This is an optimization exercise on Yosys and OpenROAD, whose aim is small area, not a production implementation.
Only simulation tests tie the RTL to the original design; equivalence was not proved.

==> v26: inputs <==
==> flow/design.v <==
module nrf_spi_responder (
   input  logic       CLOCK_50,
   input  logic       RESET,
   input  logic       NRF_SCK,
   input  logic       NRF_CSN,
   input  logic       NRF_MOSI,
   output logic       NRF_MISO,
   output logic       NRF_IRQ,
   input  logic       rx_wr_en,
   input  logic [7:0] rx_wr_data,
   input  logic       rx_commit,
   output logic       rx_full,
   input  logic       tx_rd_en,
   output logic [7:0] tx_rd_data,
   output logic       tx_avail
);
   localparam logic [1:0] StIdle = 2'd0, StCmd = 2'd1, StData = 2'd2, StIgnore = 2'd3;
   localparam logic [1:0] CmdRReg = 2'd0, CmdWReg = 2'd1, CmdRRx = 2'd2, CmdWTx = 2'd3;
   logic [1:0] sck_sync_q, mosi_sync_q, csn_sync_q;
   logic       sck_prev_q;
   always_ff @(posedge CLOCK_50) begin
      sck_sync_q  <= {sck_sync_q[0], NRF_SCK};
      mosi_sync_q <= {mosi_sync_q[0], NRF_MOSI};
      sck_prev_q  <= sck_sync_q[1];
   end
   always_ff @(posedge CLOCK_50 or posedge RESET) begin
      if (RESET) csn_sync_q <= 2'b11;
      else       csn_sync_q <= {csn_sync_q[0], NRF_CSN};
   end
   logic sck_s, csn_s, mosi_s, sck_rise, sck_fall;
   assign sck_s    = sck_sync_q[1];
   assign csn_s    = csn_sync_q[1];
   assign mosi_s   = mosi_sync_q[1];
   assign sck_rise = sck_s & ~sck_prev_q;
   assign sck_fall = ~sck_s & sck_prev_q;
   logic [1:0] state_q;
   logic [1:0] cmd_q;
   logic [2:0] bit_cnt_q;
   logic [6:0] shift_in_q;
   logic [7:0] shift_out_q;
   logic       miso_q;
   logic [4:0] addr_q;
   logic       addr_ovf_q;
   logic       rx_dr_q, tx_ds_q;
   logic       rx_full_q, rx_read_q;
   logic [5:0] rx_wr_ptr_q, rx_hwm_q;
   logic       tx_avail_q, tx_wrote_q;
   logic [5:0] tx_ptr_q;
   logic [7:0] tx_rd_data_q;
   logic [31:0][7:0] reg_q;
   logic [31:0][7:0] rx_buf_q;
   logic [31:0][7:0] tx_buf_q;
   logic idle, in_cmd, in_data, spi_start, spi_end, byte_done;
   assign idle      = (state_q == StIdle);
   assign in_cmd    = (state_q == StCmd);
   assign in_data   = (state_q == StData);
   assign spi_start = ~csn_s & idle;
   assign spi_end   = csn_s & ~idle;
   assign byte_done = sck_rise & (bit_cnt_q == 3'd7) & ~csn_s & ~idle;
   logic [7:0] rx_byte, status;
   logic       is_rreg, is_wreg, is_rrx, is_wtx, is_ftx, is_frx;
   assign rx_byte = {shift_in_q, mosi_s};
   assign status  = {1'b0, rx_dr_q, tx_ds_q, 1'b0, rx_full_q ? 3'b000 : 3'b111, tx_avail_q};
   assign is_rreg = (rx_byte[7:5] == 3'b000);
   assign is_wreg = (rx_byte[7:5] == 3'b001);
   assign is_rrx  = (rx_byte == 8'h61);
   assign is_wtx  = (rx_byte == 8'hA0) & ~tx_avail_q;
   assign is_ftx  = (rx_byte == 8'hE1);
   assign is_frx  = (rx_byte == 8'hE2);
   logic cmd_done, data_done, wreg_wr, wtx_wr, rrx_rd;
   assign cmd_done  = byte_done & in_cmd;
   assign data_done = byte_done & in_data;
   assign wreg_wr   = data_done & (cmd_q == CmdWReg);
   assign wtx_wr    = data_done & (cmd_q == CmdWTx) & (tx_ptr_q != 6'd0);
   assign rrx_rd    = data_done & (cmd_q == CmdRRx);
   logic [4:0] rd_addr, addr_next;
   logic       addr_carry;
   assign rd_addr = in_cmd ? {rx_byte[4:1], rx_byte[0] & ~rx_byte[6]} : addr_q;
   assign {addr_carry, addr_next} = rd_addr + {4'd0, ~(in_cmd & is_wreg)};
   logic [7:0] reg_rd, rx_rd, out_byte;
   logic [31:0] rd_sel;
   always_comb begin
      reg_rd = 8'h00;
      rx_rd  = 8'h00;
      for (int i = 0; i < 32; i++) begin
         rd_sel[i] = (rd_addr == 5'(i));
         reg_rd = reg_rd | ({8{rd_sel[i]}} & ((i == 7) ? status : reg_q[i]));
         rx_rd  = rx_rd  | ({8{rd_sel[i]}} & rx_buf_q[i]);
      end
   end
   logic sel_reg, sel_rx, rx_valid;
   assign sel_reg  = in_cmd ? is_rreg : in_data & (cmd_q == CmdRReg);
   assign sel_rx   = in_cmd ? is_rrx  : in_data & (cmd_q == CmdRRx);
   assign rx_valid = ~(in_data & addr_ovf_q) & ({1'b0, rd_addr} < rx_hwm_q);
   assign out_byte = (sel_reg ? reg_rd : 8'h00) | ((sel_rx & rx_valid) ? rx_rd : 8'h00);
   always_ff @(posedge CLOCK_50 or posedge RESET) begin
      if (RESET) state_q <= StIdle;
      else if (spi_start) state_q <= StCmd;
      else if (spi_end) state_q <= StIdle;
      else if (cmd_done) state_q <= (is_rreg | is_wreg | is_rrx | is_wtx) ? StData : StIgnore;
   end
   always_ff @(posedge CLOCK_50) begin
      if (spi_start) begin
         bit_cnt_q   <= 3'd0;
         shift_out_q <= {status[6:0], 1'b0};
         miso_q      <= status[7];
         rx_read_q   <= 1'b0;
         tx_wrote_q  <= 1'b0;
      end else if (spi_end) begin
         bit_cnt_q <= 3'd0;
         miso_q    <= 1'b0;
      end else if (!idle) begin
         if (sck_rise) begin
            shift_in_q <= rx_byte[6:0];
            bit_cnt_q  <= bit_cnt_q + 3'd1;
            if (bit_cnt_q == 3'd7) shift_out_q <= out_byte;
         end else if (sck_fall) begin
            miso_q      <= shift_out_q[7];
            shift_out_q <= {shift_out_q[6:0], 1'b0};
         end
      end
      if (cmd_done) begin
         cmd_q <= is_rreg ? CmdRReg : is_wreg ? CmdWReg : is_rrx ? CmdRRx : CmdWTx;
      end
      if (cmd_done | data_done) begin
         addr_q     <= addr_next;
         addr_ovf_q <= ~in_cmd & (addr_ovf_q | addr_carry);
      end
      if (rrx_rd) rx_read_q <= 1'b1;
      if (wtx_wr) tx_wrote_q <= 1'b1;
   end
   assign NRF_MISO = miso_q & ~idle;
   function automatic logic [7:0] reg_rst(int a);
      case (a)
         0:       reg_rst = 8'h08;
         1:       reg_rst = 8'h3F;
         2, 3, 4: reg_rst = 8'h03;
         5:       reg_rst = 8'h02;
         6:       reg_rst = 8'h0E;
         default: reg_rst = 8'h00;
      endcase
   endfunction
   logic rst_seen_q;
   always_ff @(posedge CLOCK_50 or posedge RESET) begin
      if (RESET) rst_seen_q <= 1'b1;
      else       rst_seen_q <= 1'b0;
   end
   for (genvar i = 0; i < 32; i++) begin : g_reg
      if (i == 7) begin : g_status
         always_ff @(posedge CLOCK_50) reg_q[i] <= 8'h00;
      end else begin : g_store
         logic       en;
         logic [7:0] d;
         assign en = rst_seen_q | (wreg_wr && addr_q == 5'(i));
         assign d  = (rx_byte & ~{8{rst_seen_q}}) | (reg_rst(i) & {8{rst_seen_q}});
         always_ff @(posedge CLOCK_50) begin
            if (en) reg_q[i] <= d;
         end
      end
   end
   logic rx_wr, rx_cm;
   assign rx_wr = ~rx_full_q & rx_wr_en & ~rx_wr_ptr_q[5];
   assign rx_cm = ~rx_full_q & rx_commit & (rx_wr_ptr_q != 6'd0);
   for (genvar i = 0; i < 32; i++) begin : g_rx
      always_ff @(posedge CLOCK_50) begin
         if (rx_wr && rx_wr_ptr_q[4:0] == 5'(i)) rx_buf_q[i] <= rx_wr_data;
      end
   end
   always_ff @(posedge CLOCK_50 or posedge RESET) begin
      if (RESET) begin
         rx_wr_ptr_q <= 6'd0;
         rx_hwm_q    <= 6'd0;
         rx_full_q   <= 1'b0;
         rx_dr_q     <= 1'b0;
      end else begin
         if (cmd_done && is_frx) begin
            rx_full_q   <= 1'b0;
            rx_wr_ptr_q <= 6'd0;
         end
         if (spi_end && rx_read_q) rx_full_q <= 1'b0;
         if (wreg_wr && addr_q == 5'd7 && rx_byte[6]) rx_dr_q <= 1'b0;
         if (rx_wr) begin
            rx_wr_ptr_q <= rx_wr_ptr_q + 6'd1;
            if (rx_wr_ptr_q == rx_hwm_q) rx_hwm_q <= rx_wr_ptr_q + 6'd1;
         end
         if (rx_cm) begin
            rx_full_q   <= 1'b1;
            rx_dr_q     <= 1'b1;
            rx_wr_ptr_q <= 6'd0;
         end
      end
   end
   always_ff @(posedge CLOCK_50) begin
      if (wtx_wr) tx_buf_q <= {rx_byte, tx_buf_q[31:1]};
   end
   logic [7:0] tx_rd;
   always_comb begin
      tx_rd = 8'h00;
      for (int i = 0; i < 32; i++)
         tx_rd = tx_rd | ({8{tx_ptr_q[4:0] == 5'(i)}} & tx_buf_q[i]);
   end
   logic tx_load, tx_pop;
   assign tx_load = spi_end & tx_wrote_q;
   assign tx_pop  = tx_rd_en & tx_avail_q;
   always_ff @(posedge CLOCK_50) begin
      if (cmd_done && is_wtx) tx_ptr_q <= 6'd32;
      else if (wtx_wr) tx_ptr_q <= tx_ptr_q - 6'd1;
      else if (tx_load || (tx_pop && !tx_ptr_q[5])) tx_ptr_q <= tx_ptr_q + 6'd1;
   end
   always_ff @(posedge CLOCK_50 or posedge RESET) begin
      if (RESET) begin
         tx_avail_q   <= 1'b0;
         tx_rd_data_q <= 8'h00;
         tx_ds_q      <= 1'b0;
      end else begin
         if (tx_pop) begin
            if (tx_ptr_q[5]) tx_avail_q <= 1'b0;
            else             tx_rd_data_q <= tx_rd;
         end
         if (cmd_done && is_ftx) tx_avail_q <= 1'b0;
         if (tx_load) begin
            tx_avail_q   <= 1'b1;
            tx_ds_q      <= 1'b1;
            tx_rd_data_q <= tx_rd;
         end
         if (wreg_wr && addr_q == 5'd7 && rx_byte[5]) tx_ds_q <= 1'b0;
      end
   end
   assign rx_full    = rx_full_q;
   assign tx_avail   = tx_avail_q;
   assign tx_rd_data = tx_rd_data_q;
   logic irq_q;
   always_ff @(posedge CLOCK_50 or posedge RESET) begin
      if (RESET) irq_q <= 1'b1;
      else       irq_q <= ~((rx_dr_q & ~reg_q[0][6]) | (tx_ds_q & ~reg_q[0][5]));
   end
   assign NRF_IRQ = irq_q;
endmodule
==> flow/flow/run.sh <==
#!/bin/bash
# Standard layout with two changes: the buffers abc put into the netlist are removed at
# floorplan (repair_design puts back what slew and capacitance need), and the clock tree uses
# small clock buffers without dummy loads.
set -e
export REMOVE_ABC_BUFFERS=1
export CTS_ARGS="-sink_clustering_enable -repair_clock_nets -buf_list sky130_fd_sc_hd__clkbuf_4 -dont_use_dummy_load"
bash standard.sh > standard.log 2>&1
==> flow/standard.sh <==
#!/bin/bash
# synth_recipe.tcl (not shown) runs the flow's synth.tcl, then flattens the netlist and writes it again
# the make line also repeats each setting of config.mk as NAME=value (left out here)
make -C /OpenROAD-flow-scripts/flow DESIGN_CONFIG=/design/flow/config.mk WORK_HOME=/design/flow/orfs CLKGATE_MAP_FILE= SYNTH_SCRIPT=/design/flow/synth_recipe.tcl "${@:-finish}"
==> flow/config.mk <==
export PLATFORM = sky130hd
export DESIGN_NAME = nrf_spi_responder
export DESIGN_NICKNAME = nrf_spi_responder
export VERILOG_FILES = /design/flow/design.v
export SDC_FILE = /design/flow/constraint.sdc
export NUM_CORES = 4
export LEC_CHECK = 0
export CAP_MARGIN = 20
export CORE_MARGIN = 2
export CORE_UTILIZATION = 40
export SLEW_MARGIN = 20
==> flow/constraint.sdc <==
create_clock -name core_clock -period 10.0 [get_ports {CLOCK_50}]
set_input_delay 2.0000 -clock core_clock [delete_from_list [all_inputs] [get_ports {CLOCK_50}]]
set_output_delay 2.0000 -clock core_clock [all_outputs]
set_load 0.01 [all_outputs]
==> inputs of v6, as changes to v26 <==
==> flow/flow/run.sh (replaced) <==
#!/bin/bash
# Standard synthesis, then abc re-maps the logic between the registers for area (registers
# untouched), then the standard layout with a clock tree of small buffers in large clusters,
# without dummy loads.
set -euo pipefail
R=orfs/results/sky130hd/nrf_spi_responder/base
bash standard.sh synth > synth_standard.log 2>&1
cp $R/1_2_yosys.v $R/1_2_yosys_standard.v
export LIB=$FLOW_HOME/platforms/sky130hd/lib/sky130_fd_sc_hd__tt_025C_1v80.lib
export SEQ_CELLS="$(grep -oE 'sky130_fd_sc_hd__(df|edf|sdf|sedf|dl)[a-z0-9_]*' $R/1_2_yosys_standard.v | sort -u | tr '\n' ' ')"
export DONT_USE="$(sed -n '/DONT_USE_CELLS += /,/^#/p' $FLOW_HOME/platforms/sky130hd/config.mk | grep -oE 'sky130_fd_sc_hd__[a-z0-9_]+' | tr '\n' ' ')"
export IN_V=$R/1_2_yosys_standard.v OUT_V=$R/1_2_yosys.v TOP=$FLOW_TOP STAT_OUT=reabc_stat.txt
export ABC_SCRIPT=$PWD/flow/area.abc ABC_D=$(awk "BEGIN{print $FLOW_PERIOD_NS*1000}")
yosys -c flow/reabc.tcl > reabc.log 2>&1
export REMOVE_ABC_BUFFERS=1
export BUFFER_PORTS_ARGS="-buffer_cell sky130_fd_sc_hd__buf_1"
export CTS_ARGS="-sink_clustering_enable -repair_clock_nets -buf_list sky130_fd_sc_hd__clkbuf_8 -sink_clustering_size 20 -sink_clustering_max_diameter 50 -dont_use_dummy_load"
bash standard.sh > standard.log 2>&1
==> flow/flow/area.abc (new file) <==
strash
dch
amap
topo
&get -n
&st
&dch
&nf -R 1000 -p
&put
topo
==> flow/flow/reabc.tcl (new file) <==
# Re-maps the combinational logic of the standard synthesis netlist for area. Every register
# instance of the standard synthesis is kept as it is (same name, same cell); only the cells
# between them are re-mapped by abc.
yosys -import
set lib $::env(LIB)
set seq_cells $::env(SEQ_CELLS)
read_liberty -ignore_miss_func $lib
read_verilog -sv $::env(IN_V)
hierarchy -top $::env(TOP)
setattr -mod -set keep_hierarchy 1 {*}$seq_cells
flatten
opt_clean -purge
set dont_use {}
foreach c $::env(DONT_USE) { lappend dont_use -dont_use $c }
abc -script $::env(ABC_SCRIPT) -liberty $lib {*}$dont_use -D $::env(ABC_D)
opt_clean -purge
splitnets
opt_clean -purge
hilomap -singleton -hicell sky130_fd_sc_hd__conb_1 HI -locell sky130_fd_sc_hd__conb_1 LO
insbuf -buf sky130_fd_sc_hd__buf_4 A X
# left out here: clean up, hide names made inside functions
yosys rename -hide {w:_*_.*}
select -module $::env(TOP)
tee -o $::env(STAT_OUT) stat -liberty $lib
select -clear
blackbox {*}$seq_cells
check
write_verilog -noattr -nohex -nodec -selected $::env(OUT_V)
--- a/flow/config.mk
+++ b/flow/config.mk
@@ -7,5 +7,6 @@
 export LEC_CHECK = 0
 export CAP_MARGIN = 20
 export CORE_MARGIN = 2
-export CORE_UTILIZATION = 40
+export CORE_UTILIZATION = 60
+export PLACE_DENSITY = 0.72
 export SLEW_MARGIN = 20
==> inputs of v7, as changes to v26 <==
==> flow/run.sh (new file) <==
#!/bin/bash
# synth_recipe.tcl (not shown) runs the flow's synth.tcl, then flattens the netlist and writes it again
# the make line also repeats each setting of config.mk as NAME=value (left out here)
make -C /OpenROAD-flow-scripts/flow DESIGN_CONFIG=/design/flow/config.mk WORK_HOME=/design/flow/orfs CLKGATE_MAP_FILE= SYNTH_SCRIPT=/design/flow/synth_recipe.tcl finish
removed: flow/flow/run.sh
removed: flow/standard.sh
==> qor summary <==
quantity	v7	v6	v26
Pin count of the biggest net entering global routing	115	162	110
Run status	no timing/DRC/antenna violations	no timing/DRC/antenna violations	no timing/DRC/antenna violations
Number of antenna violations at the first check in global routing	0	2	3
Data required time at the worst endpoint	8.00 ns	10.39 ns	8.00 ns
Maximum achievable frequency	0.235 GHz	0.190 GHz	0.215 GHz
TAP cells	1050	672	1050
Register-to-register setup slack	5.92 ns	4.75 ns	5.89 ns
Share of async-settable or async-resettable flops after synthesis	3.61%	-	3.61%
Chip height	286 um	230 um	286 um
Utilization after layout	46.2%	66.0%	44.6%
GRT Total Usage	24.9%	34.1%	24.8%
Gate Count Post-Synth	1979	1803	1979
Multi-input logic portion of the cell area	18.7%	18.5%	19.4%
CP Data Arrival Time	2.25 ns	5.64 ns	2.65 ns

-- port drivers added, routing unchanged --
In the flow no input, the clock included, has a driving cell. The finished layouts below were timed again as built, in two steps.
Step 1, drivers: a clkbuf_16 drives CLOCK_50 and a buf_2 each remaining input, both assumed.
Step 2 adds t to the input delays and takes it off the output delays; t is the mean of the earliest and latest rising clock arrival at the registers after step 1. Input paths then give back, and output paths get back, about the clock's delay inside the block.
Slacks: ideal / step 1 / step 2; pairs: ideal / step 1.
| run | t (ns) | setup WS [ns] | worst setup path at the end | clock arrival spread, ns |
|---|---|---|---|---|
| v26 | 1.073 | 5.351 / 5.296 / 5.412 | input to register | 0.140 / 0.140 |
| v6 | 0.710 | 4.749 / 4.749 / 4.749 | register to register | 0.087 / 0.087 |
| v7 | 0.704 | 5.748 / 5.685 / 5.396 | input to register | 0.032 / 0.032 |
After both steps setup and hold are still met in every run listed. For v7, which loses most, drivers alone change the setup slack by -0.063 ns; drivers and shift together by -0.352 ns.
